Source: an optimization exercise on an open RTL-to-GDS flow (aim: small area). Production flows keep margins and buffers that such runs may drop. No functional check of the RTL was part of this run. Power and IR drop assume default switching activity.

===== design/flow/config.mk =====
export PLATFORM = sky130hd
export DESIGN_NAME = link_monitor_top
export DESIGN_NICKNAME = link_monitor_top
export VERILOG_FILES = /design/flow/design.v
export SDC_FILE = /design/flow/constraint.sdc
export NUM_CORES = 4
export LEC_CHECK = 0
export CAP_MARGIN = 20
export CORE_MARGIN = 2
export CORE_UTILIZATION = 40
export SLEW_MARGIN = 20

===== design/flow/constraint.sdc =====
create_clock -name core_clock -period 5.0 [get_ports {iol2clk}]
set_input_delay 1.0000 -clock core_clock [delete_from_list [all_inputs] [get_ports {iol2clk}]]
set_output_delay 1.0000 -clock core_clock [all_outputs]
set_load 0.01 [all_outputs]

===== design/flow/design.v =====
package link_mon_pkg;
    localparam int NIBBLE_W = 4;
    localparam int PKT_W = 128;
    typedef logic [NIBBLE_W-1:0] nibble_t;
    typedef logic [PKT_W-1:0] packet_t;
    typedef enum logic
    {
        DIR_DOWN = 1'b0,
        DIR_UP   = 1'b1
    } dir_e;
    typedef enum logic [NIBBLE_W-1:0]
    {
        READ_REQ  = 4'b0100,
        WRITE_REQ = 4'b0101,
        IFILL_REQ = 4'b0110
    } dn_cmd_e;
    typedef enum logic [NIBBLE_W-1:0]
    {
        READ_NACK  = 4'b0000,
        READ_ACK   = 4'b0001,
        IFILL_ACK  = 4'b0011,
        IFILL_NACK = 4'b0111,
        INT        = 4'b1000,
        INT_VEC    = 4'b1100
    } up_cmd_e;
    typedef union packed
    {
        dn_cmd_e dn;
        up_cmd_e up;
    } cmd_u;
    typedef struct packed
    {
        logic    vld;
        nibble_t data;
        logic    stall;
    } link_t;
    typedef logic [7:0] stall_cnt_t;
    typedef logic [7:0] abort_cnt_t;
    typedef struct packed
    {
        dir_e       dir;
        cmd_u       cmd;
        logic       cmd_known;
        stall_cnt_t stall_cnt;
        packet_t    packet;
    } report_t;
endpackage
`timescale 1ns/1ns
module nibble_assembler #(
    parameter int NIBBLES = 32
) (
    input  logic                     iol2clk,
    input  logic                     rst_n,
    input  link_mon_pkg::link_t      link,
    output logic                     pkt_done,
    output logic                     pkt_abort,
    output link_mon_pkg::packet_t    pkt,
    output link_mon_pkg::stall_cnt_t stall_cnt
);
    localparam int CNT_W = $clog2(NIBBLES + 1);
    localparam logic [CNT_W-1:0] FULL_CNT = CNT_W'(NIBBLES);
    logic [CNT_W-1:0]         beat_cnt;
    logic                     vld_q;
    logic                     stall_q;
    link_mon_pkg::stall_cnt_t stall_acc;
    logic                     accept;
    logic                     pkt_end;
    logic                     stall_rise;
    assign accept = link.vld && !link.stall && (beat_cnt < FULL_CNT);
    assign pkt_end = vld_q && !link.vld;
    assign stall_rise = link.vld && link.stall && !stall_q;
    always_ff @(posedge iol2clk)
    begin
        if (!rst_n)
        begin
            beat_cnt  <= '0;
            vld_q     <= 1'b0;
            stall_q   <= 1'b0;
            stall_acc <= '0;
            pkt_done  <= 1'b0;
            pkt_abort <= 1'b0;
        end
        else
        begin
            vld_q     <= link.vld;
            stall_q   <= link.stall;
            pkt_done  <= pkt_end && (beat_cnt == FULL_CNT);
            pkt_abort <= pkt_end && (beat_cnt != FULL_CNT);
            if (!link.vld)
            begin
                beat_cnt  <= '0;
                stall_acc <= '0;
            end
            else
            begin
                if (accept)
                    beat_cnt <= beat_cnt + 1'b1;
                if (stall_rise && (stall_acc != '1))
                    stall_acc <= stall_acc + 1'b1;
            end
        end
    end
    always_ff @(posedge iol2clk)
    begin
        if (accept)
        begin
            if (beat_cnt == '0)
                pkt <= link_mon_pkg::packet_t'(link.data);
            else
                pkt[beat_cnt * link_mon_pkg::NIBBLE_W +: link_mon_pkg::NIBBLE_W] <= link.data;
        end
        if (pkt_end)
            stall_cnt <= stall_acc;
    end
endmodule
`timescale 1ns/1ns
module report_builder #(
    parameter logic DIR = 1'b0
) (
    input  logic                     iol2clk,
    input  logic                     rst_n,
    input  logic                     pkt_done,
    input  link_mon_pkg::packet_t    pkt,
    input  link_mon_pkg::stall_cnt_t stall_cnt,
    input  logic                     take,
    output link_mon_pkg::report_t    entry,
    output logic                     full,
    output logic                     overflow_pulse
);
    link_mon_pkg::cmd_u cmd;
    logic               cmd_known;
    logic               load;
    assign cmd = pkt[link_mon_pkg::NIBBLE_W-1:0];
    always_comb
    begin
        cmd_known = 1'b0;
        if (DIR == link_mon_pkg::DIR_DOWN)
        begin
            case (cmd.dn)
                link_mon_pkg::READ_REQ,
                link_mon_pkg::WRITE_REQ,
                link_mon_pkg::IFILL_REQ: cmd_known = 1'b1;
                default:                 cmd_known = 1'b0;
            endcase
        end
        else
        begin
            case (cmd.up)
                link_mon_pkg::READ_NACK,
                link_mon_pkg::READ_ACK,
                link_mon_pkg::IFILL_ACK,
                link_mon_pkg::IFILL_NACK,
                link_mon_pkg::INT,
                link_mon_pkg::INT_VEC:   cmd_known = 1'b1;
                default:                 cmd_known = 1'b0;
            endcase
        end
    end
    assign load = pkt_done && (!full || take);
    assign overflow_pulse = pkt_done && full && !take;
    always_ff @(posedge iol2clk)
    begin
        if (!rst_n)
            full <= 1'b0;
        else if (load)
            full <= 1'b1;
        else if (take)
            full <= 1'b0;
    end
    always_ff @(posedge iol2clk)
    begin
        if (load)
        begin
            entry.dir       <= link_mon_pkg::dir_e'(DIR);
            entry.cmd       <= cmd;
            entry.cmd_known <= cmd_known;
            entry.stall_cnt <= stall_cnt;
            entry.packet    <= pkt;
        end
    end
endmodule
`timescale 1ns/1ns
module report_ctrl (
    input  logic                     iol2clk,
    input  logic                     rst_n,
    input  link_mon_pkg::report_t    dn_entry,
    input  logic                     dn_full,
    input  link_mon_pkg::report_t    up_entry,
    input  logic                     up_full,
    input  logic                     dn_overflow_pulse,
    input  logic                     up_overflow_pulse,
    input  logic                     dn_abort,
    input  logic                     up_abort,
    input  logic                     rpt_ack,
    output logic                     dn_take,
    output logic                     up_take,
    output logic                     rpt_req,
    output link_mon_pkg::report_t    rpt,
    output logic                     overflow,
    output link_mon_pkg::abort_cnt_t dn_abort_cnt,
    output link_mon_pkg::abort_cnt_t up_abort_cnt
);
    typedef enum logic [1:0]
    {
        IDLE,
        REQ,
        WAIT_ACK_LOW
    } state_e;
    state_e state;
    logic   launch;
    function automatic link_mon_pkg::abort_cnt_t sat_inc(input link_mon_pkg::abort_cnt_t v);
        sat_inc = (v == '1) ? v : v + 1'b1;
    endfunction
    assign launch = (state == IDLE) && !rpt_ack && (dn_full || up_full);
    always_ff @(posedge iol2clk)
    begin
        if (!rst_n)
        begin
            state   <= IDLE;
            rpt_req <= 1'b0;
            dn_take <= 1'b0;
            up_take <= 1'b0;
        end
        else
        begin
            dn_take <= 1'b0;
            up_take <= 1'b0;
            case (state)
                IDLE:
                begin
                    if (launch)
                    begin
                        rpt_req <= 1'b1;
                        state   <= REQ;
                    end
                end
                REQ:
                begin
                    if (rpt_ack)
                    begin
                        rpt_req <= 1'b0;
                        dn_take <= (rpt.dir == link_mon_pkg::DIR_DOWN);
                        up_take <= (rpt.dir == link_mon_pkg::DIR_UP);
                        state   <= WAIT_ACK_LOW;
                    end
                end
                WAIT_ACK_LOW:
                begin
                    if (!rpt_ack)
                        state <= IDLE;
                end
                default: state <= IDLE;
            endcase
        end
    end
    always_ff @(posedge iol2clk)
    begin
        if (launch)
            rpt <= dn_full ? dn_entry : up_entry;
    end
    always_ff @(posedge iol2clk)
    begin
        if (!rst_n)
        begin
            overflow     <= 1'b0;
            dn_abort_cnt <= '0;
            up_abort_cnt <= '0;
        end
        else
        begin
            if (dn_overflow_pulse || up_overflow_pulse)
                overflow <= 1'b1;
            if (dn_abort)
                dn_abort_cnt <= sat_inc(dn_abort_cnt);
            if (up_abort)
                up_abort_cnt <= sat_inc(up_abort_cnt);
        end
    end
endmodule
`timescale 1ns/1ns
module link_monitor_top #(
    parameter int NIBBLES = 32
) (
    input  logic                     iol2clk,
    input  logic                     rst_n,
    input  link_mon_pkg::link_t      dn_link,
    input  link_mon_pkg::link_t      up_link,
    input  logic                     rpt_ack,
    output logic                     rpt_req,
    output link_mon_pkg::report_t    rpt,
    output logic                     overflow,
    output link_mon_pkg::abort_cnt_t dn_abort_cnt,
    output link_mon_pkg::abort_cnt_t up_abort_cnt
);
    logic                     dn_pkt_done;
    logic                     dn_pkt_abort;
    link_mon_pkg::packet_t    dn_pkt;
    link_mon_pkg::stall_cnt_t dn_stall_cnt;
    link_mon_pkg::report_t    dn_entry;
    logic                     dn_full;
    logic                     dn_overflow_pulse;
    logic                     dn_take;
    logic                     up_pkt_done;
    logic                     up_pkt_abort;
    link_mon_pkg::packet_t    up_pkt;
    link_mon_pkg::stall_cnt_t up_stall_cnt;
    link_mon_pkg::report_t    up_entry;
    logic                     up_full;
    logic                     up_overflow_pulse;
    logic                     up_take;
    nibble_assembler #(.NIBBLES(NIBBLES)) u_dn_asm (
        .iol2clk(iol2clk), .rst_n(rst_n), .link(dn_link),
        .pkt_done(dn_pkt_done), .pkt_abort(dn_pkt_abort),
        .pkt(dn_pkt), .stall_cnt(dn_stall_cnt)
    );
    nibble_assembler #(.NIBBLES(NIBBLES)) u_up_asm (
        .iol2clk(iol2clk), .rst_n(rst_n), .link(up_link),
        .pkt_done(up_pkt_done), .pkt_abort(up_pkt_abort),
        .pkt(up_pkt), .stall_cnt(up_stall_cnt)
    );
    report_builder #(.DIR(link_mon_pkg::DIR_DOWN)) u_dn_bld (
        .iol2clk(iol2clk), .rst_n(rst_n), .pkt_done(dn_pkt_done), .pkt(dn_pkt),
        .stall_cnt(dn_stall_cnt), .take(dn_take), .entry(dn_entry),
        .full(dn_full), .overflow_pulse(dn_overflow_pulse)
    );
    report_builder #(.DIR(link_mon_pkg::DIR_UP)) u_up_bld (
        .iol2clk(iol2clk), .rst_n(rst_n), .pkt_done(up_pkt_done), .pkt(up_pkt),
        .stall_cnt(up_stall_cnt), .take(up_take), .entry(up_entry),
        .full(up_full), .overflow_pulse(up_overflow_pulse)
    );
    report_ctrl u_ctrl (
        .iol2clk(iol2clk), .rst_n(rst_n),
        .dn_entry(dn_entry), .dn_full(dn_full),
        .up_entry(up_entry), .up_full(up_full),
        .dn_overflow_pulse(dn_overflow_pulse), .up_overflow_pulse(up_overflow_pulse),
        .dn_abort(dn_pkt_abort), .up_abort(up_pkt_abort),
        .rpt_ack(rpt_ack), .dn_take(dn_take), .up_take(up_take),
        .rpt_req(rpt_req), .rpt(rpt), .overflow(overflow),
        .dn_abort_cnt(dn_abort_cnt), .up_abort_cnt(up_abort_cnt)
    );
endmodule

===== design/flow/run.sh =====
#!/bin/bash
# synth_recipe.tcl (not shown) runs the flow's synth.tcl, then flattens the netlist and writes it again
# the make line also repeats each setting of config.mk as NAME=value (left out here)
make -C /OpenROAD-flow-scripts/flow DESIGN_CONFIG=/design/flow/config.mk WORK_HOME=/design/flow/orfs CLKGATE_MAP_FILE= SYNTH_SCRIPT=/design/flow/synth_recipe.tcl finish

==> results_dict.tcl <==
set metrics [dict create \
    cp-start-kind "flop" \
    status "timing/DRC/antenna clean" \
    end_kind "flop" \
    gr-total-overflow 0 \
    worstHoldPathType "reg2reg" \
    vias 17441 \
    tightest_slew_ns 1.13 \
    clkSinkCount 744 \
    drive_gt1_frac 0.141 \
    synth-compound-area-share 0.0520 \
    peakVddDrop_mv 0.218 \
    syn-num-nets 2012 \
    start_util 0.402 \
    synth_ff_type "edfxtp_1" \
    grt_pass1_vias 17624 \
    maxCapViolCount 0 \
    slew_violations 0 \
    clockRootBuffer "clkbuf_16" \
    arrival_ns 3.91 \
    yosys.area.top_type "edfxtp_1" \
    synth_most_common_cell "edfxtp_1" \
    ys_warn_count 4 \
    cts_max_level 3 \
    antenna_cells 0 \
    synth_area_um2 29800 \
    synth_top_area_share 0.689 \
    io_pins 175 \
    finalCritPeriodShare 0.713 \
    vias_per_cell 5.45 \
    grt_max_degree 138 \
    setup_viol 0 \
    cts_buffers 80 \
    avgSynthCellArea_um2 15.0 \
    rsz0062_at_grt "no" \
    synth.ff_latch_count 744 \
    antenna_left 0 \
    period_needed_ns 3.57 \
    rows 100 \
    dpl.hpwl_um 47500 \
    drc 0 \
    r2r_slack_ns 1.43 \
    synth.distinct_cells 67 \
    worstSkewPairLatency_ns 0.63 \
    hold_depth 0 \
    synth_area_leaders "edfxtp_1 69%, mux2i_1 5.3%, mux2_2 5.2%, dfxtp_1 4.0%, nand2_1 2.8%" \
    critical_path_class "reg2reg" \
    skew_ns 0.0243 \
    synth_xor_area_frac 0.00970 \
    r2r_cells 5 \
    clkSlewWorstSetupHoldPaths_ns 0.06 \
    muxShareOfSynthArea 0.105 \
    cp_max_fo 22 \
    cts_resized 0 \
    antenna_found_initial 1 \
    power_frac_comb 0.022 \
    min_to "u_up_bld.entry[133]" \
    routedWlPerCell_um 23.0 \
    power.share.clock 0.450 \
    core_um2 74100 \
    yosys.area_share.simple 0.0809 \
    power.switching_uw 2710 \
    area_growth_pct 18.9 \
    finalHoldViolations 0 \
    synth_top_family_by_area "multiplexers" \
    seq_power_share 0.528 \
    fill_cells 6346 \
    firstDrtPassIters 5 \
    leakage_uw 0.0122 \
    r2r-end "u_up_asm.pkt[25]" \
    yosys.area_share.adder 0.00420 \
    globalplace.congestion 0.879 \
    utilization 0.478 \
    seq_area_frac_synth 0.730 \
    place.port_buffers 174 \
    max_freq_ghz 0.280 \
    die_w_um 277 \
    die_area_um2 76700 \
    synthCells 1987 \
    fin_cells 3203 \
    sw_frac_of_total 0.208 \
    dieHeight_um 277 \
    routed_wl_um 73600 \
    ctsHoldBuffers 0 \
    async_reset_ff_frac 0 \
    totalNegativeSetupSlack_ns 0 \
    intPower_uw 10300 \
    nets 2194 \
    cts_buffer_depth 3 \
    placed_cells 3054 \
    max_slew_margin 0.237 \
    cts_tree "done" \
    grt_first_pass_wirelength_um 111000 \
    critPathRequiredTime_ns 5.34 \
    power_uw 13000 \
    r2r_start "u_up_asm.beat_cnt[0]" \
    grt_use_total 0.191 \
    post_cts_buffers 0 \
    synth_edf_count 684 \
    pwr_density_cell_nw_per_um2 368 \
    drtIter0Drc 1587 \
    synth_common_cells "684 x edfxtp_1, 223 x nand2_1, 159 x mux2i_1" \
    hp-start "u_up_asm.stall_cnt[5]" \
]
## through the flow
| step | setup slack [ns] | area, um2 | hold WS, ns |
|---|---|---|---|
| after global placement | 1.58 | 32700 | 0.403 |
| after global routing | 1.14 | 35400 | 0.419 |
| final | 1.43 | 35400 | 0.419 |
| after CTS | 1.46 | 35400 | 0.417 |
| after floorplan | -0.856 | 29800 | 0.400 |
| after detailed placement | 1.50 | 32800 | 0.406 |
## worst max-delay path, stage by stage, from the launching register on
cell	delay [ns]
dfxtp_1	0.76
inv_1	0.21
ha_1	0.47
a2111oi_4	1.04
nand3_1	0.57
mux2i_1	0.24
## layout make-up
cell class / count / area [um2] / area share
inverter: 24 / 90.1 / 0.00254
sequential: 744 / 21700 / 0.614
tap: 969 / 1210 / 0.0342
clock buffer: 106 / 2190 / 0.0619
clock inverter: 41 / 424 / 0.0120
multi-input combinational: 1106 / 7590 / 0.214
timing repair buffer: 213 / 2170 / 0.0612
## cells by family after synthesis
| kind of cell | after synthesis |
|---|---|
| xor gates and xnor gates | 33 |
| DFF | 744 |
| buffers and inverters | 137 |
| muxes | 296 |
| AOI/OAI and AO/OA | 256 |
| and+or+nand+nor | 511 |
| adders and majority gates | 10 |
## power by group through the flow
stage	registers, uW	clock network, uW	logic, uW
floorplan	7010	0	165
finish	6890	5870	285
detailed placement	7020	0	281
global placement	7020	0	271
global route	6900	6220	308
CTS	6890	5970	282
## metal layers
metal | wire length [um] | vias up | track usage
met1 | 30100 | 8730 | 0.247
met3 | 5190 | 136 | 0.0380
li1 | - | 7902 | -
met5 | 12 | - | 0
met4 | 2370 | 2 | 0.0712
met2 | 36000 | 671 | 0.318
## how the worst max path moves through the flow
stage,endpoint,slack (ns),depth (start not counted),start
finish,u_up_asm.pkt[25],1.43,5,u_up_asm.beat_cnt[0]
global route,u_up_asm.pkt[88],1.14,6,u_up_asm.beat_cnt[0]
CTS,u_up_asm.pkt[112],1.46,7,u_up_asm.beat_cnt[0]
detailed placement,u_up_asm.pkt[49],1.50,7,u_up_asm.beat_cnt[0]
global placement,u_up_asm.pkt[24],1.58,5,u_up_asm.beat_cnt[0]
floorplan,u_ctrl.rpt[100],-0.86,1,rpt_ack
## layout by cell type (no fill, tap or decap), types with 18 or more instances in the layout
cell type / n
edfxtp_1: 684
clkdlybuf4s50_1: 174
nand3_1: 123
o21ai_0: 91
mux2_2: 137
mux2i_1: 159
nand2_1: 221
nor2_1: 59
clkbuf_16: 82
inv_1: 22
buf_4: 27
dfxtp_1: 59
xor2_1: 18
a21oi_1: 90
o211ai_1: 20
clkbuf_1: 19
## state kept, by name (all words and copies together), names as in the netlist, 2 cells and up
| register | cells |
|---|---|
| u_ctrl.state | 2 |
| u_ctrl.up_abort_cnt | 8 |
| u_up_asm.beat_cnt | 6 |
| u_dn_asm.stall_acc | 8 |
| u_dn_asm.stall_cnt | 8 |
| u_up_bld.entry | 137 |
| u_up_asm.stall_acc | 8 |
| u_up_asm.stall_cnt | 8 |
| u_up_asm.pkt | 128 |
| u_dn_bld.entry | 137 |
| u_ctrl.dn_abort_cnt | 8 |
| u_dn_asm.pkt | 128 |
| u_dn_asm.beat_cnt | 6 |
| u_ctrl.rpt | 138 |

-- port drivers added, routing unchanged --
The flow's constraints put no driver on any port. The routed layout listed below was extracted and timed again, unchanged, in two steps. Step 1 assumes that a clkbuf_16 drives the clock port and a buf_2 every other input. Step 2, shift: input delay + t, output delay - t, t = (earliest + latest rising clock arrival at the registers) / 2. This alone moves slack from input paths to output paths. Three values: ideal, step 1, step 2; two values: the first two.
t, ns: 0.678
setup slack, ns: 1.435 / 1.435 / 1.435
worst setup path at the end: register to register
clock arrival spread, ns: 0.027 / 0.027
After both steps this run still meets setup and hold. The setup slack of this run moves by 0.000 ns with the drivers and by 0.000 ns with both steps.
